This design comes from an exercise in tuning for small area on the open sky130 flow, not from production work. In this exercise RTL edits were held to simulation tests only and were not proved equivalent to the original.

[flow/run.sh]
#!/bin/bash
# The standard layout with two changes:
#  - the smallest buffer (buf_1) as the port buffer instead of the delay buffer
#    buffer_ports picks on its own; every input and output still gets its own
#    buffer;
#  - clock tree synthesis without dummy loads (-dont_use_dummy_load), which
#    CTS otherwise adds only to even out the tree's branches.
set -euo pipefail
export BUFFER_PORTS_ARGS="-buffer_cell sky130_fd_sc_hd__buf_1"
export CTS_ARGS="-sink_clustering_enable -repair_clock_nets -sink_clustering_size 25 -sink_clustering_max_diameter 80 -buf_list sky130_fd_sc_hd__clkbuf_16 -dont_use_dummy_load"
bash standard.sh finish > standard_flow.log 2>&1
[standard.sh]
#!/bin/bash
# synth_recipe.tcl (not shown) runs the flow's synth.tcl, then flattens the netlist and writes it again
# the make line also repeats each setting of config.mk as NAME=value (left out here)
make -C /OpenROAD-flow-scripts/flow DESIGN_CONFIG=/design/flow/config.mk WORK_HOME=/design/flow/orfs CLKGATE_MAP_FILE= SYNTH_SCRIPT=/design/flow/synth_recipe.tcl "${@:-finish}"
[config.mk]
export PLATFORM = sky130hd
export DESIGN_NAME = overlay_top
export DESIGN_NICKNAME = overlay_top
export VERILOG_FILES = /design/flow/design.v
export SDC_FILE = /design/flow/constraint.sdc
export NUM_CORES = 4
export LEC_CHECK = 0
export CAP_MARGIN = 20
export CORE_MARGIN = 2
export CORE_UTILIZATION = 40
export SETUP_SLACK_MARGIN = 0.1
export SLEW_MARGIN = 20
export SYNTH_HIERARCHICAL = 1
[constraint.sdc]
create_clock -name core_clock -period 10.0 [get_ports {clk}]
set_input_delay 2.0000 -clock core_clock [delete_from_list [all_inputs] [get_ports {clk}]]
set_output_delay 2.0000 -clock core_clock [all_outputs]
set_load 0.01 [all_outputs]
[design.v]
package overlay_pkg;
    typedef logic [10-1:0] coord_t;
    typedef coord_t [12-1:0] region_coords_t;
    typedef logic [2*(10+1)-1:0] area_t;
    typedef logic [7-1:0] shade_t;
    typedef logic [12-1:0] region_mask_t;
endpackage
module box_snapshot (
    input  logic                        clk,
    input  logic                        reset,
    input  logic                        vsync_i,
    input  logic [12-1:0][10-1:0] min_x_i,
    input  logic [12-1:0][10-1:0] max_x_i,
    input  logic [12-1:0][10-1:0] min_y_i,
    input  logic [12-1:0][10-1:0] max_y_i,
    output logic [12-1:0][10-1:0] snap_min_x_o,
    output logic [12-1:0][10-1:0] snap_max_x_o,
    output logic [12-1:0][10-1:0] snap_min_y_o,
    output logic [12-1:0][10-1:0] snap_max_y_o,
    output logic [12/4-1:0][10-1:0] next_min_x_o,
    output logic [12/4-1:0][10-1:0] next_max_x_o,
    output logic [12/4-1:0][10-1:0] next_min_y_o,
    output logic [12/4-1:0][10-1:0] next_max_y_o,
    output logic                        take_snap_o,
    output logic                        loaded_o
);
    localparam int G = 12 / 4;
    logic       vsync_meta;
    logic       vsync_sync;
    logic       vsync_prev;
    logic       vsync_end;
    logic       vsync_end_next;
    logic [2:0] event_cnt;
    logic [2:0] event_cnt_next;
    logic       take_snap;
    always_ff @(posedge clk or posedge reset) begin
        if (reset) begin
            vsync_meta <= 1'b0;
            vsync_sync <= 1'b0;
            vsync_prev <= 1'b0;
        end else begin
            vsync_meta <= vsync_i;
            vsync_sync <= vsync_meta;
            vsync_prev <= vsync_sync;
        end
    end
    assign vsync_end = vsync_prev & ~vsync_sync;
    always_comb begin
        if (take_snap) begin
            event_cnt_next = '0;
        end else if (vsync_end) begin
            event_cnt_next = event_cnt + 3'd1;
        end else begin
            event_cnt_next = event_cnt;
        end
    end
    always_ff @(posedge clk or posedge reset) begin
        if (reset) begin
            event_cnt <= '0;
        end else begin
            event_cnt <= event_cnt_next;
        end
    end
    assign vsync_end_next = vsync_sync & ~vsync_meta;
    always_ff @(posedge clk or posedge reset) begin
        if (reset) begin
            take_snap <= 1'b0;
            loaded_o  <= 1'b0;
        end else begin
            take_snap <= vsync_end_next && (event_cnt_next == 3'(5 - 1));
            if (take_snap) loaded_o <= 1'b1;
        end
    end
    assign take_snap_o = take_snap;
    always_comb begin
        for (int u = 0; u < G; u++) begin
            next_min_x_o[u] = take_snap ? min_x_i[u] : snap_min_x_o[u + 3*G];
            next_max_x_o[u] = take_snap ? max_x_i[u] : snap_max_x_o[u + 3*G];
            next_min_y_o[u] = take_snap ? min_y_i[u] : snap_min_y_o[u + 3*G];
            next_max_y_o[u] = take_snap ? max_y_i[u] : snap_max_y_o[u + 3*G];
        end
    end
    always_ff @(posedge clk) begin
        for (int u = 0; u < G; u++) begin
            snap_min_x_o[u] <= next_min_x_o[u];
            snap_max_x_o[u] <= next_max_x_o[u];
            snap_min_y_o[u] <= next_min_y_o[u];
            snap_max_y_o[u] <= next_max_y_o[u];
            for (int k = 1; k < 4; k++) begin
                snap_min_x_o[u + k*G] <= take_snap ? min_x_i[u + k*G] : snap_min_x_o[u + (k-1)*G];
                snap_max_x_o[u + k*G] <= take_snap ? max_x_i[u + k*G] : snap_max_x_o[u + (k-1)*G];
                snap_min_y_o[u + k*G] <= take_snap ? min_y_i[u + k*G] : snap_min_y_o[u + (k-1)*G];
                snap_max_y_o[u + k*G] <= take_snap ? max_y_i[u + k*G] : snap_max_y_o[u + (k-1)*G];
            end
        end
    end
endmodule
module box_area_filter (
    input  logic                        clk,
    input  logic                        reset,
    input  logic [12/4-1:0][10-1:0] next_min_x_i,
    input  logic [12/4-1:0][10-1:0] next_max_x_i,
    input  logic [12/4-1:0][10-1:0] next_min_y_i,
    input  logic [12/4-1:0][10-1:0] next_max_y_i,
    input  logic                        take_snap_i,
    input  logic                        loaded_i,
    input  logic [15-1:0]    area_thresh_i,
    output overlay_pkg::region_mask_t   region_valid_o
);
    localparam int G = 12 / 4;
    logic [16:0]  unit_a [G];
    logic [16:0]  area_a [G][4];
    logic [14:0]  thresh;
    logic [14:0]  thresh_d [4];
    logic [14:0]  nthresh_d [4];
    logic [3:1]   loaded_d;
    logic [3:1]   take_d;
    logic [1:0]   phase;
    logic [1:0]   phase_1;
    logic [1:0]   phase_2;
    logic [1:0]   phase_3;
    logic [1:0]   idx;
    logic [G-1:0] keep_a_d;
    logic [G-1:0] keep_a;
    logic [G-1:0] keep_b_d;
    logic [G-1:0] keep_b [2];
    logic [G-1:0] keep_c_d;
    logic [G-1:0] keep_c [3];
    logic [3:0]   steady [G];
    logic [3:0]   late   [G];
    logic [3:0]   valid  [G];
    for (genvar u = 0; u < G; u++) begin : g_unit
        box_area_unit u_unit (
            .x0     (next_min_x_i[u]),
            .x1     (next_max_x_i[u]),
            .y0     (next_min_y_i[u]),
            .y1     (next_max_y_i[u]),
            .is_box (unit_a[u][16]),
            .sat    (unit_a[u][15]),
            .low    (unit_a[u][14:0])
        );
    end
    assign thresh      = (area_thresh_i != '0) ? area_thresh_i : 15'(16);
    assign thresh_d[0] = thresh;
    for (genvar j = 0; j < 4; j++) begin : g_nthresh
        assign nthresh_d[j] = ~thresh_d[j];
    end
    for (genvar u = 0; u < G; u++) begin : g_keep
        for (genvar k = 0; k < 4; k++) begin : g_steady
            box_keep u_keep_s (.a(area_a[u][(k + 2) % 4]), .nt(nthresh_d[3]), .keep(steady[u][k]));
        end
        box_keep u_keep_a (.a(area_a[u][3]), .nt(nthresh_d[2]), .keep(keep_a_d[u]));
        box_keep u_keep_b (.a(area_a[u][3]), .nt(nthresh_d[1]), .keep(keep_b_d[u]));
        box_keep u_keep_c (.a(area_a[u][3]), .nt(nthresh_d[0]), .keep(keep_c_d[u]));
    end
    always_ff @(posedge clk) begin
        for (int u = 0; u < G; u++) begin
            area_a[u][0] <= unit_a[u];
            for (int j = 1; j < 4; j++) begin
                area_a[u][j] <= area_a[u][j-1];
            end
        end
        for (int j = 1; j < 4; j++) begin
            thresh_d[j] <= thresh_d[j-1];
        end
        keep_a    <= keep_a_d;
        keep_b[0] <= keep_b_d;
        keep_b[1] <= keep_b[0];
        keep_c[0] <= keep_c_d;
        keep_c[1] <= keep_c[0];
        keep_c[2] <= keep_c[1];
    end
    always_ff @(posedge clk or posedge reset) begin
        if (reset) begin
            phase    <= 2'd0;
            phase_1  <= 2'd0;
            phase_2  <= 2'd0;
            phase_3  <= 2'd0;
            take_d   <= '0;
            loaded_d <= '0;
        end else begin
            phase      <= take_snap_i ? 2'd0 : phase + 2'd1;
            phase_1    <= phase;
            phase_2    <= phase_1;
            phase_3    <= phase_2;
            take_d     <= {take_d[2:1], take_snap_i};
            loaded_d   <= {loaded_d[2:1], loaded_i};
        end
    end
    always_comb begin
        idx = 2'd0;
        for (int u = 0; u < G; u++) begin
            late[u] = {keep_c[2][u], keep_b[1][u], keep_a[u], steady[u][1]};
            valid[u] = steady[u];
            if (take_d[1]) begin
                valid[u][2] = keep_a[u];
            end else if (take_d[2]) begin
                valid[u][2] = keep_a[u];
                valid[u][3] = keep_b[1][u];
            end else if (take_d[3]) begin
                for (int k = 0; k < 4; k++) begin
                    idx = k[1:0] + phase_3;
                    valid[u][k] = late[u][idx];
                end
            end
        end
        for (int u = 0; u < G; u++) begin
            for (int k = 0; k < 4; k++) begin
                region_valid_o[u + k*G] = loaded_d[3] & valid[u][k];
            end
        end
    end
endmodule
module box_keep (
    input  logic [16:0] a,
    input  logic [14:0] nt,
    output logic        keep
);
    logic [15:1] c;
    assign c[1] = a[0] | nt[0];
    for (genvar i = 1; i < 15; i++) begin : g_bit
        ovl_maj u_maj (.a(a[i]), .b(nt[i]), .c(c[i]), .y(c[i+1]));
    end
    assign keep = a[16] & (a[15] | c[15]);
endmodule
module ovl_maj (input logic a, b, c, output logic y);
    assign y = (a & b) | (a & c) | (b & c);
endmodule
module box_area_unit (
    input  logic [9:0]  x0, x1, y0, y1,
    output logic        is_box,
    output logic        sat,
    output logic [14:0] low
);
    logic big;
    logic [16:0] p;
    logic [9:0] dx, dy, hx, hy;
    logic [9:0] nb1;
    logic [9:0] nb23;
    logic n2, n3, n4, n5, n6, n7, n8, n9, n10, n11, n12, n13, n14, n15, n16, n17;
    logic n18, n19, n20, n21, n22, n24, n25, n26, n27, n28, n29, n30, n31, n32, n33, n34;
    logic n35, n36, n37, n38, n39, n40, n41, n42, n43, n44, n138, n139, n140, n141, n142, n143;
    logic n144, n145, n146, n147, n148, n149, n150, n151, n152, n153, n154, n155, n156, n157, n158, n159;
    logic n160, n161, n162, n163, n164, n165, n166, n167, n168, n169, n170, n171, n172, n173, n174, n175;
    logic n176, n177, n178, n179, n180, n181, n182, n183, n184, n185, n186, n187, n188, n189, n190, n191;
    logic n192, n193, n194, n195, n196, n197, n198, n199, n200, n201, n202, n203, n204, n205, n206, n207;
    logic n208, n209, n210, n211, n212, n213, n214, n215, n216, n217, n218, n219, n220, n221, n222, n223;
    logic n224, n225, n226, n227, n228, n229, n230, n231, n232, n233, n234, n235, n236, n237, n238, n239;
    logic n240, n241, n242, n243, n244, n245, n246, n247, n248, n249, n250, n251, n252, n253, n254, n255;
    logic n256, n257, n258, n259, n260, n261, n262, n263, n264, n265, n266, n267, n268, n269, n270, n271;
    logic n272, n273, n274, n275, n276, n277, n278, n279, n280, n281, n282, n283, n284, n285, n286, n287;
    logic n288, n289, n290, n291, n292, n293, n294, n295, n296, n297, n298, n299, n300, n301, n302, n303;
    logic n304, n305, n306, n307, n308, n309, n310, n311, n312, n313, n314, n315, n316, n317, n318, n319;
    logic n320, n321, n322, n323, n324, n325, n326, n327, n328, n329, n330, n331, n332, n333, n334, n335;
    logic n336, n337, n338, n339, p45, p46, p47, p48, p49, p50, p51, p52, p53, p54, p55, p56;
    logic p57, p58, p59, p60, p61, p62, p63, p64, p65, p66, p67, p68, p69, p70, p71, p72;
    logic p73, p74, p75, p76, p77, p78, p79, p80, p81, p82, p83, p84, p85, p86, p87, p88;
    logic p89, p90, p91, p92, p93, p94, p95, p96, p97, p98, p99, p100, p101, p102, p103, p104;
    logic p105, p106, p107, p108, p109, p110, p111, p112, p113, p114, p115, p116, p117, p118, p119, p120;
    logic p121, p122, p123, p124, p125, p126, p127, p128, p129, p130, p131, p132, p133, p134, p135, p136;
    logic p137;
    assign nb1 = ~x0;
    assign n2 = ~(x1[0] ^ nb1[0]);
    assign n3 = x1[0] | nb1[0];
    ovl_fa u_n4 (.a(x1[1]), .b(nb1[1]), .c(n3), .s(n4), .co(n5));
    ovl_fa u_n6 (.a(x1[2]), .b(nb1[2]), .c(n5), .s(n6), .co(n7));
    ovl_fa u_n8 (.a(x1[3]), .b(nb1[3]), .c(n7), .s(n8), .co(n9));
    ovl_fa u_n10 (.a(x1[4]), .b(nb1[4]), .c(n9), .s(n10), .co(n11));
    ovl_fa u_n12 (.a(x1[5]), .b(nb1[5]), .c(n11), .s(n12), .co(n13));
    ovl_fa u_n14 (.a(x1[6]), .b(nb1[6]), .c(n13), .s(n14), .co(n15));
    ovl_fa u_n16 (.a(x1[7]), .b(nb1[7]), .c(n15), .s(n16), .co(n17));
    ovl_fa u_n18 (.a(x1[8]), .b(nb1[8]), .c(n17), .s(n18), .co(n19));
    ovl_fa u_n20 (.a(x1[9]), .b(nb1[9]), .c(n19), .s(n20), .co(n21));
    assign n22 = n21 ? 1'b1 : 1'b0;
    assign nb23 = ~y0;
    assign n24 = ~(y1[0] ^ nb23[0]);
    assign n25 = y1[0] | nb23[0];
    ovl_fa u_n26 (.a(y1[1]), .b(nb23[1]), .c(n25), .s(n26), .co(n27));
    ovl_fa u_n28 (.a(y1[2]), .b(nb23[2]), .c(n27), .s(n28), .co(n29));
    ovl_fa u_n30 (.a(y1[3]), .b(nb23[3]), .c(n29), .s(n30), .co(n31));
    ovl_fa u_n32 (.a(y1[4]), .b(nb23[4]), .c(n31), .s(n32), .co(n33));
    ovl_fa u_n34 (.a(y1[5]), .b(nb23[5]), .c(n33), .s(n34), .co(n35));
    ovl_fa u_n36 (.a(y1[6]), .b(nb23[6]), .c(n35), .s(n36), .co(n37));
    ovl_fa u_n38 (.a(y1[7]), .b(nb23[7]), .c(n37), .s(n38), .co(n39));
    ovl_fa u_n40 (.a(y1[8]), .b(nb23[8]), .c(n39), .s(n40), .co(n41));
    ovl_fa u_n42 (.a(y1[9]), .b(nb23[9]), .c(n41), .s(n42), .co(n43));
    assign n44 = n43 ? 1'b1 : 1'b0;
    assign p45 = n4 & n26;
    assign p46 = n4 & n28;
    assign p47 = n4 & n30;
    assign p48 = n4 & n32;
    assign p49 = n4 & n34;
    assign p50 = n4 & n36;
    assign p51 = n4 & n38;
    assign p52 = n4 & n40;
    assign p53 = n4 & n42;
    assign p54 = n6 & n26;
    assign p55 = n6 & n28;
    assign p56 = n6 & n30;
    assign p57 = n6 & n32;
    assign p58 = n6 & n34;
    assign p59 = n6 & n36;
    assign p60 = n6 & n38;
    assign p61 = n6 & n40;
    assign p62 = n6 & n42;
    assign p63 = n8 & n26;
    assign p64 = n8 & n28;
    assign p65 = n8 & n30;
    assign p66 = n8 & n32;
    assign p67 = n8 & n34;
    assign p68 = n8 & n36;
    assign p69 = n8 & n38;
    assign p70 = n8 & n40;
    assign p71 = n8 & n42;
    assign p72 = n10 & n26;
    assign p73 = n10 & n28;
    assign p74 = n10 & n30;
    assign p75 = n10 & n32;
    assign p76 = n10 & n34;
    assign p77 = n10 & n36;
    assign p78 = n10 & n38;
    assign p79 = n10 & n40;
    assign p80 = n10 & n42;
    assign p81 = n12 & n26;
    assign p82 = n12 & n28;
    assign p83 = n12 & n30;
    assign p84 = n12 & n32;
    assign p85 = n12 & n34;
    assign p86 = n12 & n36;
    assign p87 = n12 & n38;
    assign p88 = n12 & n40;
    assign p89 = n12 & n42;
    assign p90 = n14 & n26;
    assign p91 = n14 & n28;
    assign p92 = n14 & n30;
    assign p93 = n14 & n32;
    assign p94 = n14 & n34;
    assign p95 = n14 & n36;
    assign p96 = n14 & n38;
    assign p97 = n14 & n40;
    assign p98 = n16 & n26;
    assign p99 = n16 & n28;
    assign p100 = n16 & n30;
    assign p101 = n16 & n32;
    assign p102 = n16 & n34;
    assign p103 = n16 & n36;
    assign p104 = n16 & n38;
    assign p105 = n18 & n26;
    assign p106 = n18 & n28;
    assign p107 = n18 & n30;
    assign p108 = n18 & n32;
    assign p109 = n18 & n34;
    assign p110 = n18 & n36;
    assign p111 = n20 & n26;
    assign p112 = n20 & n28;
    assign p113 = n20 & n30;
    assign p114 = n20 & n32;
    assign p115 = n20 & n34;
    assign p116 = n24 ? n2 : n4;
    assign p117 = n24 ? n4 : n6;
    assign p118 = n24 ? n6 : n8;
    assign p119 = n24 ? n8 : n10;
    assign p120 = n24 ? n10 : n12;
    assign p121 = n24 ? n12 : n14;
    assign p122 = n24 ? n14 : n16;
    assign p123 = n24 ? n16 : n18;
    assign p124 = n24 ? n18 : n20;
    assign p125 = n24 & n20;
    assign p126 = ~n2 & n26;
    assign p127 = n2 ? n26 : n28;
    assign p128 = n2 ? n28 : n30;
    assign p129 = n2 ? n30 : n32;
    assign p130 = n2 ? n32 : n34;
    assign p131 = n2 ? n34 : n36;
    assign p132 = n2 ? n36 : n38;
    assign p133 = n2 ? n38 : n40;
    assign p134 = n2 ? n40 : n42;
    assign p135 = n2 & n42;
    assign p136 = ~(n2 | n24);
    assign p137 = n2 | n24;
    ovl_ha u_n138 (.a(p76), .b(p84), .s(n138), .co(n139));
    ovl_fa u_n140 (.a(p85), .b(p77), .c(p93), .s(n140), .co(n141));
    ovl_ha u_n142 (.a(p100), .b(p69), .s(n142), .co(n143));
    ovl_ha u_n144 (.a(p86), .b(p94), .s(n144), .co(n145));
    ovl_ha u_n146 (.a(p65), .b(p57), .s(n146), .co(n147));
    ovl_fa u_n148 (.a(p66), .b(p74), .c(p58), .s(n148), .co(n149));
    ovl_ha u_n150 (.a(p82), .b(p50), .s(n150), .co(n151));
    ovl_fa u_n152 (.a(p75), .b(p67), .c(p83), .s(n152), .co(n153));
    ovl_fa u_n154 (.a(p59), .b(p91), .c(p51), .s(n154), .co(n155));
    ovl_ha u_n156 (.a(p98), .b(p123), .s(n156), .co(n157));
    ovl_fa u_n158 (.a(n138), .b(p68), .c(p92), .s(n158), .co(n159));
    ovl_fa u_n160 (.a(p60), .b(p99), .c(p105), .s(n160), .co(n161));
    ovl_fa u_n162 (.a(p52), .b(p124), .c(p134), .s(n162), .co(n163));
    ovl_fa u_n164 (.a(n139), .b(n140), .c(n142), .s(n164), .co(n165));
    ovl_fa u_n166 (.a(p106), .b(p61), .c(p111), .s(n166), .co(n167));
    ovl_fa u_n168 (.a(p53), .b(p125), .c(p135), .s(n168), .co(n169));
    ovl_fa u_n170 (.a(n144), .b(n141), .c(p101), .s(n170), .co(n171));
    ovl_fa u_n172 (.a(p78), .b(n143), .c(p107), .s(n172), .co(n173));
    ovl_fa u_n174 (.a(p70), .b(p112), .c(p62), .s(n174), .co(n175));
    ovl_fa u_n176 (.a(p95), .b(n145), .c(p102), .s(n176), .co(n177));
    ovl_fa u_n178 (.a(p87), .b(p108), .c(p79), .s(n178), .co(n179));
    ovl_ha u_n180 (.a(p113), .b(p71), .s(n180), .co(n181));
    ovl_fa u_n182 (.a(p103), .b(p96), .c(p109), .s(n182), .co(n183));
    ovl_ha u_n184 (.a(p88), .b(p114), .s(n184), .co(n185));
    ovl_ha u_n186 (.a(p104), .b(p110), .s(n186), .co(n187));
    ovl_ha u_n188 (.a(p55), .b(p47), .s(n188), .co(n189));
    ovl_fa u_n190 (.a(p56), .b(p64), .c(p48), .s(n190), .co(n191));
    ovl_ha u_n192 (.a(p72), .b(p120), .s(n192), .co(n193));
    ovl_fa u_n194 (.a(p73), .b(n146), .c(p49), .s(n194), .co(n195));
    ovl_fa u_n196 (.a(p81), .b(p121), .c(p131), .s(n196), .co(n197));
    ovl_fa u_n198 (.a(n147), .b(p90), .c(n148), .s(n198), .co(n199));
    ovl_fa u_n200 (.a(n150), .b(p122), .c(p132), .s(n200), .co(n201));
    ovl_fa u_n202 (.a(n149), .b(n152), .c(n151), .s(n202), .co(n203));
    ovl_fa u_n204 (.a(n154), .b(p133), .c(n156), .s(n204), .co(n205));
    ovl_fa u_n206 (.a(n153), .b(n158), .c(n155), .s(n206), .co(n207));
    ovl_fa u_n208 (.a(n157), .b(n160), .c(n162), .s(n208), .co(n209));
    ovl_fa u_n210 (.a(n159), .b(n164), .c(n161), .s(n210), .co(n211));
    ovl_fa u_n212 (.a(n166), .b(n163), .c(n168), .s(n212), .co(n213));
    ovl_fa u_n214 (.a(n170), .b(n165), .c(n172), .s(n214), .co(n215));
    ovl_fa u_n216 (.a(n167), .b(n174), .c(n169), .s(n216), .co(n217));
    ovl_fa u_n218 (.a(n171), .b(n176), .c(n173), .s(n218), .co(n219));
    ovl_fa u_n220 (.a(n178), .b(n180), .c(n175), .s(n220), .co(n221));
    ovl_fa u_n222 (.a(n177), .b(n179), .c(p80), .s(n222), .co(n223));
    ovl_fa u_n224 (.a(n182), .b(n181), .c(n184), .s(n224), .co(n225));
    ovl_fa u_n226 (.a(p97), .b(n186), .c(n183), .s(n226), .co(n227));
    ovl_fa u_n228 (.a(p115), .b(p89), .c(n185), .s(n228), .co(n229));
    ovl_ha u_n230 (.a(p46), .b(p54), .s(n230), .co(n231));
    ovl_fa u_n232 (.a(p63), .b(n188), .c(p119), .s(n232), .co(n233));
    ovl_fa u_n234 (.a(n189), .b(n190), .c(p130), .s(n234), .co(n235));
    ovl_fa u_n236 (.a(n191), .b(n193), .c(n194), .s(n236), .co(n237));
    ovl_fa u_n238 (.a(n195), .b(n197), .c(n198), .s(n238), .co(n239));
    ovl_fa u_n240 (.a(n199), .b(n202), .c(n201), .s(n240), .co(n241));
    ovl_fa u_n242 (.a(n203), .b(n206), .c(n205), .s(n242), .co(n243));
    ovl_fa u_n244 (.a(n207), .b(n210), .c(n209), .s(n244), .co(n245));
    ovl_fa u_n246 (.a(n211), .b(n214), .c(n213), .s(n246), .co(n247));
    ovl_fa u_n248 (.a(n215), .b(n218), .c(n220), .s(n248), .co(n249));
    ovl_fa u_n250 (.a(n219), .b(n222), .c(n224), .s(n250), .co(n251));
    ovl_fa u_n252 (.a(n223), .b(n226), .c(n225), .s(n252), .co(n253));
    ovl_ha u_n254 (.a(n187), .b(n227), .s(n254), .co(n255));
    ovl_ha u_n256 (.a(p137), .b(p116), .s(n256), .co(n257));
    ovl_fa u_n258 (.a(p45), .b(p117), .c(p127), .s(n258), .co(n259));
    ovl_fa u_n260 (.a(n230), .b(p118), .c(p128), .s(n260), .co(n261));
    ovl_fa u_n262 (.a(n231), .b(p129), .c(n232), .s(n262), .co(n263));
    ovl_fa u_n264 (.a(n233), .b(n192), .c(n234), .s(n264), .co(n265));
    ovl_fa u_n266 (.a(n235), .b(n236), .c(n196), .s(n266), .co(n267));
    ovl_fa u_n268 (.a(n237), .b(n200), .c(n238), .s(n268), .co(n269));
    ovl_fa u_n270 (.a(n239), .b(n240), .c(n204), .s(n270), .co(n271));
    ovl_fa u_n272 (.a(n241), .b(n242), .c(n208), .s(n272), .co(n273));
    ovl_fa u_n274 (.a(n243), .b(n212), .c(n244), .s(n274), .co(n275));
    ovl_fa u_n276 (.a(n216), .b(n245), .c(n246), .s(n276), .co(n277));
    ovl_fa u_n278 (.a(n217), .b(n248), .c(n247), .s(n278), .co(n279));
    ovl_fa u_n280 (.a(n221), .b(n250), .c(n249), .s(n280), .co(n281));
    ovl_fa u_n282 (.a(n228), .b(n251), .c(n252), .s(n282), .co(n283));
    ovl_fa u_n284 (.a(n229), .b(n254), .c(n253), .s(n284), .co(n285));
    ovl_ha u_n286 (.a(p126), .b(n256), .s(n286), .co(n287));
    ovl_fa u_n288 (.a(n257), .b(n258), .c(n287), .s(n288), .co(n289));
    ovl_fa u_n290 (.a(n259), .b(n260), .c(n289), .s(n290), .co(n291));
    ovl_fa u_n292 (.a(n261), .b(n262), .c(n291), .s(n292), .co(n293));
    ovl_fa u_n294 (.a(n263), .b(n264), .c(n293), .s(n294), .co(n295));
    ovl_fa u_n296 (.a(n265), .b(n266), .c(n295), .s(n296), .co(n297));
    ovl_fa u_n298 (.a(n267), .b(n268), .c(n297), .s(n298), .co(n299));
    ovl_fa u_n300 (.a(n269), .b(n270), .c(n299), .s(n300), .co(n301));
    ovl_fa u_n302 (.a(n271), .b(n272), .c(n301), .s(n302), .co(n303));
    ovl_ha u_n304 (.a(n273), .b(n274), .s(n304), .co(n305));
    ovl_fa u_n306 (.a(n275), .b(n276), .c(n305), .s(n306), .co(n307));
    ovl_fa u_n308 (.a(n277), .b(n278), .c(n307), .s(n308), .co(n309));
    assign n310 = ~(n273 ^ n274);
    assign n311 = n273 | n274;
    ovl_fa u_n312 (.a(n275), .b(n276), .c(n311), .s(n312), .co(n313));
    ovl_fa u_n314 (.a(n277), .b(n278), .c(n313), .s(n314), .co(n315));
    assign n316 = n303 ? n310 : n304;
    assign n317 = n303 ? n312 : n306;
    assign n318 = n303 ? n314 : n308;
    assign n319 = n303 ? n315 : n309;
    ovl_ha u_n320 (.a(n280), .b(n279), .s(n320), .co(n321));
    ovl_fa u_n322 (.a(n282), .b(n281), .c(n321), .s(n322), .co(n323));
    ovl_fa u_n324 (.a(n283), .b(n284), .c(n323), .s(n324), .co(n325));
    ovl_fa u_n326 (.a(n255), .b(n285), .c(n325), .s(n326), .co(n327));
    assign n328 = ~(n280 ^ n279);
    assign n329 = n280 | n279;
    ovl_fa u_n330 (.a(n282), .b(n281), .c(n329), .s(n330), .co(n331));
    ovl_fa u_n332 (.a(n283), .b(n284), .c(n331), .s(n332), .co(n333));
    ovl_fa u_n334 (.a(n255), .b(n285), .c(n333), .s(n334), .co(n335));
    assign n336 = n319 ? n328 : n320;
    assign n337 = n319 ? n330 : n322;
    assign n338 = n319 ? n332 : n324;
    assign n339 = n319 ? n334 : n326;
    assign dx = {n20, n18, n16, n14, n12, n10, n8, n6, n4, n2};
    assign dy = {n42, n40, n38, n36, n34, n32, n30, n28, n26, n24};
    assign p = {n339, n338, n337, n336, n318, n317, n316, n302, n300, n298, n296, n294, n292, n290, n288, n286, p136};
    assign hx[9] = dx[9];
    assign hy[9] = dy[9];
    assign hx[8] = hx[9] | dx[8];
    assign hy[8] = hy[9] | dy[8];
    assign hx[7] = hx[8] | dx[7];
    assign hy[7] = hy[8] | dy[7];
    assign hx[6] = hx[7] | dx[6];
    assign hy[6] = hy[7] | dy[6];
    assign hx[5] = hx[6] | dx[5];
    assign hy[5] = hy[6] | dy[5];
    assign hx[4] = hx[5] | dx[4];
    assign hy[4] = hy[5] | dy[4];
    assign hx[3] = hx[4] | dx[3];
    assign hy[3] = hy[4] | dy[3];
    assign hx[2] = hx[3] | dx[2];
    assign hy[2] = hy[3] | dy[2];
    assign hx[1] = hx[2] | dx[1];
    assign hy[1] = hy[2] | dy[1];
    assign hx[0] = hx[1] | dx[0];
    assign hy[0] = hy[1] | dy[0];
    assign big = (hx[6] & hy[9]) | (hx[7] & hy[8]) | (hx[8] & hy[7]) | (hx[9] & hy[6]);
    assign is_box = n22 & n44 & (x0 != 10'd641) & (y0 != 10'd641);
    assign sat = big | p[16] | p[15];
    assign low = p[14:0];
endmodule
module ovl_fa (input logic a, b, c, output logic s, co);
    assign s  = a ^ b ^ c;
    assign co = (a & b) | (a & c) | (b & c);
endmodule
module ovl_ha (input logic a, b, output logic s, co);
    assign s  = a ^ b;
    assign co = a & b;
endmodule
module box_outline (
    input  logic                        clk,
    input  logic                        reset,
    input  overlay_pkg::coord_t         draw_x_i,
    input  overlay_pkg::coord_t         draw_y_i,
    input  logic [12-1:0][10-1:0] snap_min_x_i,
    input  logic [12-1:0][10-1:0] snap_max_x_i,
    input  logic [12-1:0][10-1:0] snap_min_y_i,
    input  logic [12-1:0][10-1:0] snap_max_y_i,
    input  overlay_pkg::region_mask_t   region_valid_i,
    output logic                        outline_hit_o
);
    function automatic logic [1:0] cmp(input logic [9:0] a, input logic [9:0] b);
        logic ge, eq, p;
        ge = 1'b1;
        eq = 1'b1;
        for (int i = 0; i < 10; i++) begin
            p  = ~(a[i] ^ b[i]);
            ge = p ? ge : a[i];
            eq = eq & p;
        end
        cmp = {ge, eq};
    endfunction
    logic [1:0] cx0 [12];
    logic [1:0] cx1 [12];
    logic [1:0] cy0 [12];
    logic [1:0] cy1 [12];
    overlay_pkg::region_mask_t on_border;
    overlay_pkg::region_mask_t on_border_q;
    overlay_pkg::region_mask_t on_border_qq;
    always_comb begin
        for (int r = 0; r < 12; r++) begin
            cx0[r] = cmp(draw_x_i, snap_min_x_i[r]);
            cx1[r] = cmp(snap_max_x_i[r], draw_x_i);
            cy0[r] = cmp(draw_y_i, snap_min_y_i[r]);
            cy1[r] = cmp(snap_max_y_i[r], draw_y_i);
            on_border[r] = ((cy0[r][0] | cy1[r][0]) & cx0[r][1] & cx1[r][1]) |
                           ((cx0[r][0] | cx1[r][0]) & cy0[r][1] & cy1[r][1]);
        end
    end
    always_ff @(posedge clk) begin
        on_border_q  <= on_border;
        on_border_qq <= on_border_q;
    end
    assign outline_hit_o = |(region_valid_i & on_border_qq);
endmodule
module pixel_shade (
    input  logic                 clk,
    input  logic                 reset,
    input  logic [8-1:0] pixel_i,
    input  overlay_pkg::shade_t  brightness_i,
    input  logic                 outline_hit_i,
    input  logic                 highlight_i,
    output overlay_pkg::shade_t  red_o,
    output overlay_pkg::shade_t  green_o,
    output overlay_pkg::shade_t  blue_o
);
    overlay_pkg::shade_t       gray_d;
    overlay_pkg::shade_t       gray_q;
    overlay_pkg::shade_t       gray_out_q;
    logic                      highlight_q;
    logic                      red;
    gray_mul u_gray_mul (
        .a (pixel_i[8-1 -: 7]),
        .b (brightness_i),
        .p (gray_d)
    );
    always_ff @(posedge clk or posedge reset) begin
        if (reset) begin
            gray_q     <= '0;
            gray_out_q  <= '0;
            highlight_q <= 1'b0;
        end else begin
            gray_q      <= gray_d;
            gray_out_q  <= gray_q;
            highlight_q <= highlight_i;
        end
    end
    assign red     = outline_hit_i & highlight_q;
    assign red_o   = gray_out_q | {7{red}};
    assign green_o = gray_out_q & {7{~red}};
    assign blue_o  = green_o;
endmodule
module gray_mul (
    input  logic [6:0] a,
    input  logic [6:0] b,
    output logic [6:0] p
);
    logic g1, g2, g3, g4, g5, g6, g7, g8, g9, g10, g11, g12, g13, g14, g15, g16;
    logic g17, g18, g19, g20, g21, g22, g23, g24, g25, g26, g27, g28, g29, g30, g31, g32;
    logic g33, g34, g35, g36, g37, g38, g39, g40, g41, g42, g43, g44, g45, g46, g47, g48;
    logic g49, g50, g51, g52, g53, g54, g55, g56, g57, g58, g59, g60, g61, g62, g63, g64;
    logic g65, g66, g67, g68, g69, g70, g71, g72, g73, g74, g75, g76, g77, g78, g79, g80;
    logic g81, g82, g83, g84, g85, g86, g87, g88, g89, g90, g91, g92, g93, g94, g95, g96;
    logic g97, g98, g99, g100, g101, g102, g103, g104, g105, g106, g107, g108, g109, g110, g111, g112;
    logic g113, g114, g115, g116, g117, g118, g119, g120, g121, g122, g123, g124, g125, g126, g127, g128;
    logic g129, g130, g131, g132, g133;
    assign g1 = a[0] & b[0];
    assign g2 = a[0] & b[1];
    assign g3 = a[0] & b[2];
    assign g4 = a[0] & b[3];
    assign g5 = a[0] & b[4];
    assign g6 = a[0] & b[5];
    assign g7 = a[0] & b[6];
    assign g8 = a[1] & b[0];
    assign g9 = a[1] & b[1];
    assign g10 = a[1] & b[2];
    assign g11 = a[1] & b[3];
    assign g12 = a[1] & b[4];
    assign g13 = a[1] & b[5];
    assign g14 = a[1] & b[6];
    assign g15 = a[2] & b[0];
    assign g16 = a[2] & b[1];
    assign g17 = a[2] & b[2];
    assign g18 = a[2] & b[3];
    assign g19 = a[2] & b[4];
    assign g20 = a[2] & b[5];
    assign g21 = a[2] & b[6];
    assign g22 = a[3] & b[0];
    assign g23 = a[3] & b[1];
    assign g24 = a[3] & b[2];
    assign g25 = a[3] & b[3];
    assign g26 = a[3] & b[4];
    assign g27 = a[3] & b[5];
    assign g28 = a[3] & b[6];
    assign g29 = a[4] & b[0];
    assign g30 = a[4] & b[1];
    assign g31 = a[4] & b[2];
    assign g32 = a[4] & b[3];
    assign g33 = a[4] & b[4];
    assign g34 = a[4] & b[5];
    assign g35 = a[4] & b[6];
    assign g36 = a[5] & b[0];
    assign g37 = a[5] & b[1];
    assign g38 = a[5] & b[2];
    assign g39 = a[5] & b[3];
    assign g40 = a[5] & b[4];
    assign g41 = a[5] & b[5];
    assign g42 = a[5] & b[6];
    assign g43 = a[6] & b[0];
    assign g44 = a[6] & b[1];
    assign g45 = a[6] & b[2];
    assign g46 = a[6] & b[3];
    assign g47 = a[6] & b[4];
    assign g48 = a[6] & b[5];
    assign g49 = a[6] & b[6];
    ovl_ha u_g50 (.a(g7), .b(g13), .s(g50), .co(g51));
    ovl_ha u_g52 (.a(g14), .b(g20), .s(g52), .co(g53));
    ovl_ha u_g54 (.a(g5), .b(g11), .s(g54), .co(g55));
    ovl_fa u_g56 (.a(g6), .b(g12), .c(g18), .s(g56), .co(g57));
    ovl_ha u_g58 (.a(g24), .b(g30), .s(g58), .co(g59));
    ovl_fa u_g60 (.a(g50), .b(g19), .c(g25), .s(g60), .co(g61));
    ovl_fa u_g62 (.a(g31), .b(g37), .c(g43), .s(g62), .co(g63));
    ovl_fa u_g64 (.a(g51), .b(g52), .c(g26), .s(g64), .co(g65));
    ovl_fa u_g66 (.a(g32), .b(g38), .c(g44), .s(g66), .co(g67));
    ovl_fa u_g68 (.a(g53), .b(g21), .c(g27), .s(g68), .co(g69));
    ovl_fa u_g70 (.a(g33), .b(g39), .c(g45), .s(g70), .co(g71));
    ovl_fa u_g72 (.a(g28), .b(g34), .c(g40), .s(g72), .co(g73));
    ovl_ha u_g74 (.a(g4), .b(g10), .s(g74), .co(g75));
    ovl_fa u_g76 (.a(g54), .b(g17), .c(g23), .s(g76), .co(g77));
    ovl_fa u_g78 (.a(g55), .b(g56), .c(g58), .s(g78), .co(g79));
    ovl_fa u_g80 (.a(g57), .b(g59), .c(g60), .s(g80), .co(g81));
    ovl_fa u_g82 (.a(g61), .b(g63), .c(g64), .s(g82), .co(g83));
    ovl_fa u_g84 (.a(g65), .b(g67), .c(g68), .s(g84), .co(g85));
    ovl_fa u_g86 (.a(g69), .b(g71), .c(g72), .s(g86), .co(g87));
    ovl_fa u_g88 (.a(g73), .b(g35), .c(g41), .s(g88), .co(g89));
    ovl_ha u_g90 (.a(g3), .b(g9), .s(g90), .co(g91));
    ovl_fa u_g92 (.a(g74), .b(g16), .c(g22), .s(g92), .co(g93));
    ovl_fa u_g94 (.a(g75), .b(g76), .c(g29), .s(g94), .co(g95));
    ovl_fa u_g96 (.a(g77), .b(g78), .c(g36), .s(g96), .co(g97));
    ovl_fa u_g98 (.a(g79), .b(g80), .c(g62), .s(g98), .co(g99));
    ovl_fa u_g100 (.a(g81), .b(g82), .c(g66), .s(g100), .co(g101));
    ovl_fa u_g102 (.a(g83), .b(g84), .c(g70), .s(g102), .co(g103));
    ovl_fa u_g104 (.a(g85), .b(g86), .c(g46), .s(g104), .co(g105));
    ovl_fa u_g106 (.a(g87), .b(g88), .c(g47), .s(g106), .co(g107));
    ovl_fa u_g108 (.a(g89), .b(g42), .c(g48), .s(g108), .co(g109));
    ovl_ha u_g110 (.a(g2), .b(g8), .s(g110), .co(g111));
    ovl_fa u_g112 (.a(g90), .b(g15), .c(g111), .s(g112), .co(g113));
    ovl_fa u_g114 (.a(g91), .b(g92), .c(g113), .s(g114), .co(g115));
    ovl_fa u_g116 (.a(g93), .b(g94), .c(g115), .s(g116), .co(g117));
    ovl_fa u_g118 (.a(g95), .b(g96), .c(g117), .s(g118), .co(g119));
    ovl_fa u_g120 (.a(g97), .b(g98), .c(g119), .s(g120), .co(g121));
    ovl_fa u_g122 (.a(g99), .b(g100), .c(g121), .s(g122), .co(g123));
    ovl_fa u_g124 (.a(g101), .b(g102), .c(g123), .s(g124), .co(g125));
    ovl_fa u_g126 (.a(g103), .b(g104), .c(g125), .s(g126), .co(g127));
    ovl_fa u_g128 (.a(g105), .b(g106), .c(g127), .s(g128), .co(g129));
    ovl_fa u_g130 (.a(g107), .b(g108), .c(g129), .s(g130), .co(g131));
    ovl_fa u_g132 (.a(g109), .b(g49), .c(g131), .s(g132), .co(g133));
    assign p = {g133, g132, g130, g128, g126, g124, g122};
endmodule
module overlay_top (
    input  logic                        clk,
    input  logic                        reset,
    input  logic                        vsync_i,
    input  logic [12-1:0][10-1:0] region_min_x_i,
    input  logic [12-1:0][10-1:0] region_max_x_i,
    input  logic [12-1:0][10-1:0] region_min_y_i,
    input  logic [12-1:0][10-1:0] region_max_y_i,
    input  overlay_pkg::coord_t         draw_x_i,
    input  overlay_pkg::coord_t         draw_y_i,
    input  logic [8-1:0]       pixel_i,
    input  overlay_pkg::shade_t         brightness_i,
    input  logic [15-1:0]    area_thresh_i,
    input  logic                        highlight_i,
    output overlay_pkg::shade_t         red_o,
    output overlay_pkg::shade_t         green_o,
    output overlay_pkg::shade_t         blue_o
);
    logic [12-1:0][10-1:0] snap_min_x;
    logic [12-1:0][10-1:0] snap_max_x;
    logic [12-1:0][10-1:0] snap_min_y;
    logic [12-1:0][10-1:0] snap_max_y;
    logic [12/4-1:0][10-1:0] next_min_x;
    logic [12/4-1:0][10-1:0] next_max_x;
    logic [12/4-1:0][10-1:0] next_min_y;
    logic [12/4-1:0][10-1:0] next_max_y;
    logic                        take_snap;
    logic                        loaded;
    overlay_pkg::region_mask_t   region_valid;
    logic                        outline_hit;
    box_snapshot u_box_snapshot (
        .clk          (clk),
        .reset        (reset),
        .vsync_i      (vsync_i),
        .min_x_i      (region_min_x_i),
        .max_x_i      (region_max_x_i),
        .min_y_i      (region_min_y_i),
        .max_y_i      (region_max_y_i),
        .snap_min_x_o (snap_min_x),
        .snap_max_x_o (snap_max_x),
        .snap_min_y_o (snap_min_y),
        .snap_max_y_o (snap_max_y),
        .next_min_x_o (next_min_x),
        .next_max_x_o (next_max_x),
        .next_min_y_o (next_min_y),
        .next_max_y_o (next_max_y),
        .take_snap_o  (take_snap),
        .loaded_o     (loaded)
    );
    box_area_filter u_box_area_filter (
        .clk            (clk),
        .reset          (reset),
        .next_min_x_i   (next_min_x),
        .next_max_x_i   (next_max_x),
        .next_min_y_i   (next_min_y),
        .next_max_y_i   (next_max_y),
        .take_snap_i    (take_snap),
        .loaded_i       (loaded),
        .area_thresh_i  (area_thresh_i),
        .region_valid_o (region_valid)
    );
    box_outline u_box_outline (
        .clk            (clk),
        .reset          (reset),
        .draw_x_i       (draw_x_i),
        .draw_y_i       (draw_y_i),
        .snap_min_x_i   (snap_min_x),
        .snap_max_x_i   (snap_max_x),
        .snap_min_y_i   (snap_min_y),
        .snap_max_y_i   (snap_max_y),
        .region_valid_i (region_valid),
        .outline_hit_o  (outline_hit)
    );
    pixel_shade u_pixel_shade (
        .clk           (clk),
        .reset         (reset),
        .pixel_i       (pixel_i),
        .brightness_i  (brightness_i),
        .outline_hit_i (outline_hit),
        .highlight_i   (highlight_i),
        .red_o         (red_o),
        .green_o       (green_o),
        .blue_o        (blue_o)
    );
endmodule
==> out/metrics.cfg, run 1 <==
[critical_path]
reg2reg_depth=26
cp_top_family=adder cells
r2r_slack_ns=0.73
worst-path-buf-inv=5
slowest_delay_ns=0.43
worstPathRequired_ns=8.00
crit_top_cell=maj3_2
worstSetupEndpointType=output pin
rr_startpoint=u_box_snapshot.take_snap$_DFF_PP0_
crit_fanout=7
start_kind=flip-flop
r2r-end=u_box_area_filter.area_a[0][15]$_DFF_P_
worstPathArrival_ns=7.77
crit_type=flip-flop to output pin
critical_path.slowest_cell=a222oi_1

[worst_hold_path]
whs_endpoint=u_box_outline.on_border_qq[4]$_DFF_P_
hp-class=flip-flop to flip-flop
min_path_cells=0
worstHoldStart=u_box_outline.on_border_q[4]$_DFF_P_

[finish]
multi_input_area_um2=29100
drive_above_1_share=0.233
n_fill_cell=11400
syn_to_final_growth_pct=9.61
area.sequential_um2=16400
nNetsFinal=5777
final_cells=6417

[cts]
cts_htree_levels=2
cts.clk_slew.worst_paths_ns=0.09
clkLatencyLatePin_ns=0.69
cts_hold_buf=0
clockBufferDepth=3
numClockSinks=808
cts_tree=done
cts-root-buf=clkbuf_16
numCtsBuffers=48

[floorplan]
die_w_um=351
core_um2=120000
start_util=0.403
io-pin-count=555
fp.dieH_um=351
die_area_um2=123000
rows=127

[timing]
fmax_mhz=102
setup_violations=0
fin_crit_sh=0.977
fin_worst_skew_ns=0.0782
relSlewSlack=0.244
layout_min_cycle_time_ns=9.77
tightest_slew_ns=1.12
rsz0062_at_grt=yes
drv_slew=0
hold_violations=0

[detailed_routing]
wl_mm=170
drt_iter0_drc=3210
drc=0
wl_per_cell_um=26.4
num_vias=35900
viasPerCell=5.59
drtPass1Iterations=8
antenna_left=0

[yosys]
yosys_most_used_dff=dfxtp_1
synth_edf_count=0
ys_async_sr_fraction=0.0458
ys_seq_area_frac=0.339
synth-seq-cells=808
synthesis.nets=5337
syn-instance-count=4361
synthesis.area_um2=48200
synth.area.top_cells=dfxtp_1 (32%), fa_1 (13%), mux2_2 (13%)
synth_warnings=30
netlist-cell-type-count=96
synth_top_cell_area_share=0.320
syn_avg_cell_area_um2=11.1
yosysTopAreaCell=dfxtp_1

[global_route]
grt_remaining_overflow=0
gr-usage-all-layers=0.271
grt_pass1_vias=35800
grt_pass1_wl_mm=245
antenna_found_initial=37
grt_max_degree=49

[placement]
port_buffers=553
dp_cells=6347
dpl.hpwl_mm=135
gp_congestion=0.972

[flow_run]
maxCapViolCount=0

[status]
status=finished clean

-- Yosys stat by module (local to each module, per instance), excerpt --
module           area [um^2]  flops+latches  cells
box_area_filter         6590            281    434
box_keep                13.8              0      2
gray_mul                 353              0     55
ovl_maj                 11.3              0      1
ovl_ha                  12.5              0      1
box_snapshot           15900            488   1036
box_area_unit           1170              0    179
pixel_shade              552             15     39
ovl_fa                  20.0              0      1
box_outline            10500             24   1543
-- through the flow --
stage	area [um^2]	setup TNS (ns)	hold WS, ns	setup WS [ns]	utilization
after floorplan	48200	0	0.310	0.155	-
after global placement	51400	-2.11	0.310	-0.363	0.429
after detailed placement	51400	-3.09	0.313	-0.503	0.429
after CTS	52600	0	0.290	0.100	0.439
after global routing	52900	0	0.303	0.0196	0.441
final	52900	0	0.286	0.226	0.441
-- repair_timing --
item                                    CTS  global route
pin swaps                                 3            65
setup buffers                             2            13
endpoints found under the hold margin     0             0
endpoints found under the setup margin   21            24
resized for setup                        20            34
cloned                                    0             1
-- routing by layer --
metal,vias up,share of wire,routed length (um),global-route usage
met5,-,0.0016,276,0
met4,44,0.046,7740,0.104
met3,337,0.084,14200,0.0492
met2,1629,0.42,71600,0.407
met1,17800,0.45,75600,0.386
li1,16000,-,-,-
-- cell type report --
| type | count | area share |
|---|---|---|
| timing repair buffer | 663 | 0.0574 |
| tap | 1612 | 0.0381 |
| inverter | 300 | 0.0215 |
| sequential | 808 | 0.310 |
| antenna | 6 | 0.000284 |
| clock buffer | 48 | 0.0227 |
| multi-input combinational | 2980 | 0.550 |
-- layout by cell type (no fill, tap or decap), drive strengths merged, types with 55 or more instances in the layout --
cell type / instances
and2: 267
buf: 646
nor2b: 72
xor2: 66
a21oi: 73
dfxtp: 771
clkbuf: 65
o21ai: 89
xnor2: 55
nand2: 138
nor2: 87
mux2: 552
inv: 298
nand2b: 101
fa: 323
ha: 119
maj3: 407
o22ai: 66
-- state kept, by name (all words and copies together), names as in the netlist, 9 cells and up --
signal                       flops
u_box_area_filter.keep_c         9
u_box_snapshot.snap_max_x_o    120
u_box_snapshot.snap_max_y_o    120
u_box_snapshot.snap_min_x_o    120
u_box_outline.on_border_qq      12
u_box_outline.on_border_q       12
u_box_area_filter.thresh_d      45
u_box_snapshot.snap_min_y_o    120
u_box_area_filter.area_a       204
-- worst max path at each step --
stage / start / endpoint / depth (start not counted)
2_1_floorplan: region_max_x_i[0] / u_box_area_filter.area_a[0][14]$_DFF_P_ / 26
3_3_place_gp: region_max_x_i[20] / u_box_area_filter.area_a[8][15]$_DFF_P_ / 27
3_5_place_dp: region_max_x_i[20] / u_box_area_filter.area_a[8][15]$_DFF_P_ / 27
4_1_cts: u_box_area_filter.thresh_d[3][0]$_DFF_P_ / green_o[4] / 25
5_1_grt: u_box_area_filter.thresh_d[3][0]$_DFF_P_ / red_o[2] / 27
6_report: u_box_area_filter.thresh_d[3][0]$_DFF_P_ / red_o[2] / 26
-- synthesized netlist by cell type (55+ instances only) --
cell type / number
dfxtp_1: 771
mux2_2: 549
fa_1: 323
maj3_2: 308
inv_1: 293
and2_1: 267
nand2_1: 137
ha_1: 119
nand2b_1: 101
maj3_1: 99
nor2_1: 87
o21ai_0: 87
a21oi_1: 73
nor2b_1: 72
buf_4: 67
clkbuf_1: 66
o22ai_1: 66
xor2_1: 66
buf_2: 65
xnor2_1: 55
-- cell families (layout without fill, tap and decap cells) --
family	count (synthesis)	after routing	synth area share
and+or+nand+nor	884	884	0.105
other	0	6	0
xor gates and xnor gates	121	121	0.0220
adders and majority gates	849	849	0.257
AOI/OAI and AO/OA	560	560	0.0842
buffers and inverters	573	1011	0.0599
muxes	566	566	0.133
DFF	808	808	0.339
-- worst register-to-register path: stages, from the launching register on --
cell and delay, ns:
dfrtp_4 0.76, buf_12 0.30, buf_4 0.22, buf_4 0.42, mux2_2 0.31, inv_1 0.07, fa_1 0.41, fa_1 0.39
fa_1 0.41, fa_1 0.41, fa_1 0.40, fa_1 0.39, fa_1 0.40, fa_2 0.53, mux2_2 0.32, fa_1 0.46
fa_1 0.40, fa_1 0.51, fa_1 0.44, inv_1 0.07, ha_1 0.13, inv_1 0.05, fa_1 0.39, fa_1 0.40
mux2i_2 0.24, nor3b_2 0.23, o21bai_2 0.09
==> run 2, diff against run 1 <==
--- a/design.v
+++ b/design.v
@@ -251,14 +251,13 @@
     logic n272, n273, n274, n275, n276, n277, n278, n279, n280, n281, n282, n283, n284, n285, n286, n287;
     logic n288, n289, n290, n291, n292, n293, n294, n295, n296, n297, n298, n299, n300, n301, n302, n303;
     logic n304, n305, n306, n307, n308, n309, n310, n311, n312, n313, n314, n315, n316, n317, n318, n319;
-    logic n320, n321, n322, n323, n324, n325, n326, n327, n328, n329, n330, n331, n332, n333, n334, n335;
-    logic n336, n337, n338, n339, p45, p46, p47, p48, p49, p50, p51, p52, p53, p54, p55, p56;
-    logic p57, p58, p59, p60, p61, p62, p63, p64, p65, p66, p67, p68, p69, p70, p71, p72;
-    logic p73, p74, p75, p76, p77, p78, p79, p80, p81, p82, p83, p84, p85, p86, p87, p88;
-    logic p89, p90, p91, p92, p93, p94, p95, p96, p97, p98, p99, p100, p101, p102, p103, p104;
-    logic p105, p106, p107, p108, p109, p110, p111, p112, p113, p114, p115, p116, p117, p118, p119, p120;
-    logic p121, p122, p123, p124, p125, p126, p127, p128, p129, p130, p131, p132, p133, p134, p135, p136;
-    logic p137;
+    logic n320, n321, n322, n323, n324, n325, n326, n327, n328, n329, n330, n331, n332, n333, p45, p46;
+    logic p47, p48, p49, p50, p51, p52, p53, p54, p55, p56, p57, p58, p59, p60, p61, p62;
+    logic p63, p64, p65, p66, p67, p68, p69, p70, p71, p72, p73, p74, p75, p76, p77, p78;
+    logic p79, p80, p81, p82, p83, p84, p85, p86, p87, p88, p89, p90, p91, p92, p93, p94;
+    logic p95, p96, p97, p98, p99, p100, p101, p102, p103, p104, p105, p106, p107, p108, p109, p110;
+    logic p111, p112, p113, p114, p115, p116, p117, p118, p119, p120, p121, p122, p123, p124, p125, p126;
+    logic p127, p128, p129, p130, p131, p132, p133, p134, p135, p136, p137;
     assign nb1 = ~x0;
     assign n2 = ~(x1[0] ^ nb1[0]);
     assign n3 = x1[0] | nb1[0];
@@ -461,33 +460,29 @@
     ovl_fa u_n298 (.a(n267), .b(n268), .c(n297), .s(n298), .co(n299));
     ovl_fa u_n300 (.a(n269), .b(n270), .c(n299), .s(n300), .co(n301));
     ovl_fa u_n302 (.a(n271), .b(n272), .c(n301), .s(n302), .co(n303));
-    ovl_ha u_n304 (.a(n273), .b(n274), .s(n304), .co(n305));
+    ovl_fa u_n304 (.a(n273), .b(n274), .c(n303), .s(n304), .co(n305));
     ovl_fa u_n306 (.a(n275), .b(n276), .c(n305), .s(n306), .co(n307));
-    ovl_fa u_n308 (.a(n277), .b(n278), .c(n307), .s(n308), .co(n309));
-    assign n310 = ~(n273 ^ n274);
-    assign n311 = n273 | n274;
-    ovl_fa u_n312 (.a(n275), .b(n276), .c(n311), .s(n312), .co(n313));
-    ovl_fa u_n314 (.a(n277), .b(n278), .c(n313), .s(n314), .co(n315));
-    assign n316 = n303 ? n310 : n304;
-    assign n317 = n303 ? n312 : n306;
-    assign n318 = n303 ? n314 : n308;
-    assign n319 = n303 ? n315 : n309;
-    ovl_ha u_n320 (.a(n280), .b(n279), .s(n320), .co(n321));
-    ovl_fa u_n322 (.a(n282), .b(n281), .c(n321), .s(n322), .co(n323));
-    ovl_fa u_n324 (.a(n283), .b(n284), .c(n323), .s(n324), .co(n325));
-    ovl_fa u_n326 (.a(n255), .b(n285), .c(n325), .s(n326), .co(n327));
-    assign n328 = ~(n280 ^ n279);
-    assign n329 = n280 | n279;
-    ovl_fa u_n330 (.a(n282), .b(n281), .c(n329), .s(n330), .co(n331));
-    ovl_fa u_n332 (.a(n283), .b(n284), .c(n331), .s(n332), .co(n333));
-    ovl_fa u_n334 (.a(n255), .b(n285), .c(n333), .s(n334), .co(n335));
-    assign n336 = n319 ? n328 : n320;
-    assign n337 = n319 ? n330 : n322;
-    assign n338 = n319 ? n332 : n324;
-    assign n339 = n319 ? n334 : n326;
+    ovl_ha u_n308 (.a(n277), .b(n278), .s(n308), .co(n309));
+    ovl_fa u_n310 (.a(n280), .b(n279), .c(n309), .s(n310), .co(n311));
+    assign n312 = ~(n277 ^ n278);
+    assign n313 = n277 | n278;
+    ovl_fa u_n314 (.a(n280), .b(n279), .c(n313), .s(n314), .co(n315));
+    assign n316 = n307 ? n312 : n308;
+    assign n317 = n307 ? n314 : n310;
+    assign n318 = n307 ? n315 : n311;
+    ovl_ha u_n319 (.a(n282), .b(n281), .s(n319), .co(n320));
+    ovl_fa u_n321 (.a(n283), .b(n284), .c(n320), .s(n321), .co(n322));
+    ovl_fa u_n323 (.a(n255), .b(n285), .c(n322), .s(n323), .co(n324));
+    assign n325 = ~(n282 ^ n281);
+    assign n326 = n282 | n281;
+    ovl_fa u_n327 (.a(n283), .b(n284), .c(n326), .s(n327), .co(n328));
+    ovl_fa u_n329 (.a(n255), .b(n285), .c(n328), .s(n329), .co(n330));
+    assign n331 = n318 ? n325 : n319;
+    assign n332 = n318 ? n327 : n321;
+    assign n333 = n318 ? n329 : n323;
     assign dx = {n20, n18, n16, n14, n12, n10, n8, n6, n4, n2};
     assign dy = {n42, n40, n38, n36, n34, n32, n30, n28, n26, n24};
-    assign p = {n339, n338, n337, n336, n318, n317, n316, n302, n300, n298, n296, n294, n292, n290, n288, n286, p136};
+    assign p = {n333, n332, n331, n317, n316, n306, n304, n302, n300, n298, n296, n294, n292, n290, n288, n286, p136};
     assign hx[9] = dx[9];
     assign hy[9] = dy[9];
     assign hx[8] = hx[9] | dx[8];
--- a/flow/run.sh
+++ b/flow/run.sh
@@ -7,5 +7,5 @@
 #    CTS otherwise adds only to even out the tree's branches.
 set -euo pipefail
 export BUFFER_PORTS_ARGS="-buffer_cell sky130_fd_sc_hd__buf_1"
-export CTS_ARGS="-sink_clustering_enable -repair_clock_nets -sink_clustering_size 25 -sink_clustering_max_diameter 80 -buf_list sky130_fd_sc_hd__clkbuf_16 -dont_use_dummy_load"
+export CTS_ARGS="-sink_clustering_enable -repair_clock_nets -sink_clustering_size 28 -sink_clustering_max_diameter 90 -buf_list sky130_fd_sc_hd__clkbuf_16 -dont_use_dummy_load"
 bash standard.sh finish > standard_flow.log 2>&1
--- a/config.mk
+++ b/config.mk
@@ -5,9 +5,9 @@
 export SDC_FILE = /design/flow/constraint.sdc
 export NUM_CORES = 4
 export LEC_CHECK = 0
-export CAP_MARGIN = 20
+export CAP_MARGIN = 10
 export CORE_MARGIN = 2
 export CORE_UTILIZATION = 40
 export SETUP_SLACK_MARGIN = 0.1
-export SLEW_MARGIN = 20
+export SLEW_MARGIN = 10
 export SYNTH_HIERARCHICAL = 1
==> out/metrics.cfg, run 2 <==
[detailed_routing]
wl_mm=168  ; -0.80%
wl_per_cell_um=26.2  ; -0.83%
antenna_left=0  ; unchanged
num_vias=35300  ; -1.4%
drc=0  ; unchanged
drt_iter0_drc=2963  ; -7.7%
drtPass1Iterations=6  ; -2
viasPerCell=5.51  ; -1.5%

[timing]
layout_min_cycle_time_ns=9.67  ; -0.107 ns
hold_violations=0  ; unchanged
fin_worst_skew_ns=0.120  ; +0.0415 ns
rsz0062_at_grt=yes
hold_ws_ns=0.296  ; +0.0102 ns
setup_ws_ns=0.334  ; +0.107 ns
fmax_mhz=103  ; +1.1%
fin_crit_sh=0.967  ; -0.0107
tightest_slew_ns=1.09  ; -0.0372 ns
setup_violations=0  ; unchanged
relSlewSlack=0.277  ; +0.0327
drv_slew=0  ; unchanged

[global_route]
gr-usage-all-layers=0.270  ; -0.00158
grt_remaining_overflow=0  ; unchanged
grt_pass1_vias=36400  ; +1.6%
grt_max_degree=106  ; +120%
antenna_found_initial=80  ; +120%
grt_pass1_wl_mm=243  ; -0.87%

[placement]
post-place-ws_ns=-0.188  ; +0.314 ns
gp_congestion=0.932  ; -4.1%
place_area_um2=51100  ; -0.41%
port_buffers=553  ; unchanged
dpl.hpwl_mm=133  ; -0.86%

[yosys]
syn_avg_cell_area_um2=11.0  ; -0.21%
netlist-cell-type-count=92  ; -4.2%
syn-instance-count=4349  ; -0.28%
synth_edf_count=0  ; unchanged
synth.area.top_cells=dfxtp_1 (32%), fa_1 (13%), mux2_2 (13%)
yosys-top-cells-count=dfxtp_1 (771), mux2_2 (546), fa_1 (317), maj3_2 (308), inv_1 (293)
synth_warnings=30  ; unchanged
synthesis.nets=5319  ; -0.34%
synth-seq-cells=808  ; unchanged
ys_async_sr_fraction=0.0458  ; unchanged
synth_most_common_cell=dfxtp_1
synthesis.area_um2=48000  ; -0.48%
synth_top_cell_area_share=0.322  ; +0.00155
yosysTopAreaCell=dfxtp_1
ys_seq_area_frac=0.341  ; +0.00164
yosys_most_used_dff=dfxtp_1

[cts]
cts_htree_levels=2  ; unchanged
cts-root-buf=clkbuf_16
clockBufferDepth=3  ; unchanged
numCtsBuffers=41  ; -15%
numClockSinks=808  ; unchanged
cts_hold_buf=0  ; unchanged
clkLatencyLatePin_ns=0.70  ; about the same
cts.clk_slew.worst_paths_ns=0.11  ; +0.02 ns
cts_tree=done

[finish]
syn_to_final_growth_pct=9.39
largest_reg_flops=204  ; unchanged
regMostFlops=u_box_area_filter.area_a
drive_above_1_share=0.225  ; -0.00732
design_area_um2=52500  ; -0.68%
nNetsFinal=5745  ; -0.55%
final_common_cell=dfxtp_1
final_cell_mix=dfxtp_1 (770), mux2_2 (545), buf_1 (528)

[worst_hold_path]
hp-class=flip-flop to flip-flop
min_path_cells=0  ; unchanged
whs_endpoint=u_box_outline.on_border_qq[6]$_DFF_P_
worstHoldStart=u_box_outline.on_border_q[6]$_DFF_P_

[floorplan]
die_area_um2=123000  ; -0.47%
fp.dieH_um=350  ; -0.24%
io-pin-count=555  ; unchanged
start_util=0.402  ; -0.000877
rows=127  ; unchanged
core_um2=119000  ; -0.26%
die_w_um=350  ; -0.24%

[critical_path]
r2r-end=u_box_area_filter.area_a[0][15]$_DFF_P_
crit_fanout=7  ; unchanged
crit_start=u_box_area_filter.thresh_d[3][0]$_DFF_P_
worstPathArrival_ns=7.67  ; -0.10 ns
crit_type=flip-flop to output pin
reg2reg_depth=21  ; -19%
rr_startpoint=u_box_snapshot.take_snap$_DFF_PP0_
worstSetupEndpointType=output pin
worstPathRequired_ns=8.00  ; about the same
start_kind=flip-flop
r2r_slack_ns=0.77  ; +0.04 ns

[flow_run]
maxCapViolCount=0  ; unchanged

[status]
status=finished clean

==> run 2: cell type report <==
cell class / count / area [um^2]
fillers: 11600 / 67000
multi-input cells: 2968 / 28900
flip-flops and latches: 808 / 16400
repair buffers: 656 / 3010
well taps: 1612 / 2020
inverters: 300 / 1130
clock buffers: 41 / 1030
diodes: 34 / 85.1
==> run 2: worst max path at each step <==
stage                                               to  cells past startpoint  slack [ns]
2_1_floorplan  u_box_area_filter.area_a[0][15]$_DFF_P_                     23        0.34
3_3_place_gp   u_box_area_filter.area_a[0][15]$_DFF_P_                     24       -0.12
3_5_place_dp   u_box_area_filter.area_a[0][15]$_DFF_P_                     24       -0.19
4_1_cts                                      blue_o[0]                     26        0.10
5_1_grt                                       red_o[6]                     26        0.07
6_report                                      red_o[5]                     26        0.33
==> run 2: logic make-up (layout without fill, tap and decap cells) <==
group / after synthesis / after routing / synth area share
XOR/XNOR: 121 / 121 / 0.0221
AND/OR/NAND/NOR: 881 / 881 / 0.104
adder cells (fa/ha/maj): 843 / 843 / 0.256
AO/OA/AOI/OAI: 560 / 560 / 0.0845
multiplexers: 563 / 563 / 0.132
flip-flops: 808 / 808 / 0.341
other: 0 / 34 / 0
buffers and inverters: 573 / 997 / 0.0602
==> run 2: critical path, cell delays in order (launching register included) <==
cell and delay, ns:
dfxtp_2 0.35, clkinvlp_4 0.14, buf_6 0.16, or2_1 0.21, maj3_2 0.30, maj3_2 0.31
maj3_2 0.30, maj3_2 0.30, maj3_2 0.30, maj3_2 0.31, maj3_2 0.30, maj3_2 0.30
maj3_2 0.30, maj3_2 0.30, maj3_2 0.30, maj3_2 0.30, maj3_2 0.31, maj3_2 0.32
o21a_1 0.21, mux2_4 0.27, a222oi_1 0.23, a21oi_1 0.15, a221oi_2 0.35, nand3_4 0.20
clkbuf_16 0.22, a21o_1 0.17, buf_1 0.12
==> run 2: stage by stage <==
stage               TNS, ns  utilization  std cells
floorplan                 0            -       4349
global placement     -0.167        0.428       6339
finish                    0        0.439       6419
detailed placement   -0.407        0.428       6339
CTS                       0        0.437       6382
global route              0        0.439       6407
==> run 2: Yosys stat by module (local to each module, per instance), a selection <==
module | cells | cell area [um^2] | copies in the design | flops+latches
ovl_fa | 1 | 20.0 | 317 | 0
gray_mul | 55 | 353 | 1 | 0
box_snapshot | 1036 | 15900 | 1 | 488
pixel_shade | 39 | 552 | 1 | 15
box_area_filter | 434 | 6590 | 1 | 281
box_outline | 1543 | 10500 | 1 | 24
ovl_maj | 1 | 11.3 | 294 | 0
box_area_unit | 177 | 1130 | 3 | 0
ovl_ha | 1 | 12.5 | 58 | 0
box_keep | 2 | 13.8 | 21 | 0
==> run 2: metal layers <==
layer,global-route usage,vias up,wire length (um)
li1,-,15900,-
met1,0.349,17400,70700
met2,0.418,1501,74100
met3,0.0681,416,13800
met4,0.134,60,9230
met5,0,-,372
==> run 2: repair_timing <==
item / in CTS / in global routing
pin swaps: 0 / 102
setup endpoints to repair: 21 / 21
setup buffers: 2 / 2
cloned: 0 / 1
gates resized for setup: 18 / 36

[static timing again, ports no longer ideal]
The results above use ideal ports. As a check the final layouts listed here were re-extracted and re-timed, cells and wires unchanged. Step 1: set_driving_cell puts a clkbuf_16 on clk and a buf_2 on each other input, an assumption about the parent block. Step 2 also shifts input and output timing later by t, the mid clock arrival at the registers, as if the neighbouring blocks saw the same clock. Three values: ideal ports, drivers, drivers and shift; two values: the first two.
run	t, ns	setup WS [ns]	worst setup path at the end	worst slew at a driven data input, ns
run 1	0.709	0.226 / 0.159 / -0.330	input to register	0.22
run 2	0.720	0.334 / 0.257 / -0.247	input to register	0.14
With both steps, setup timing fails in run 1 and run 2, where it was met with ideal ports. For run 2, which loses most, drivers alone change the setup slack by -0.077 ns; drivers and shift together by -0.581 ns.
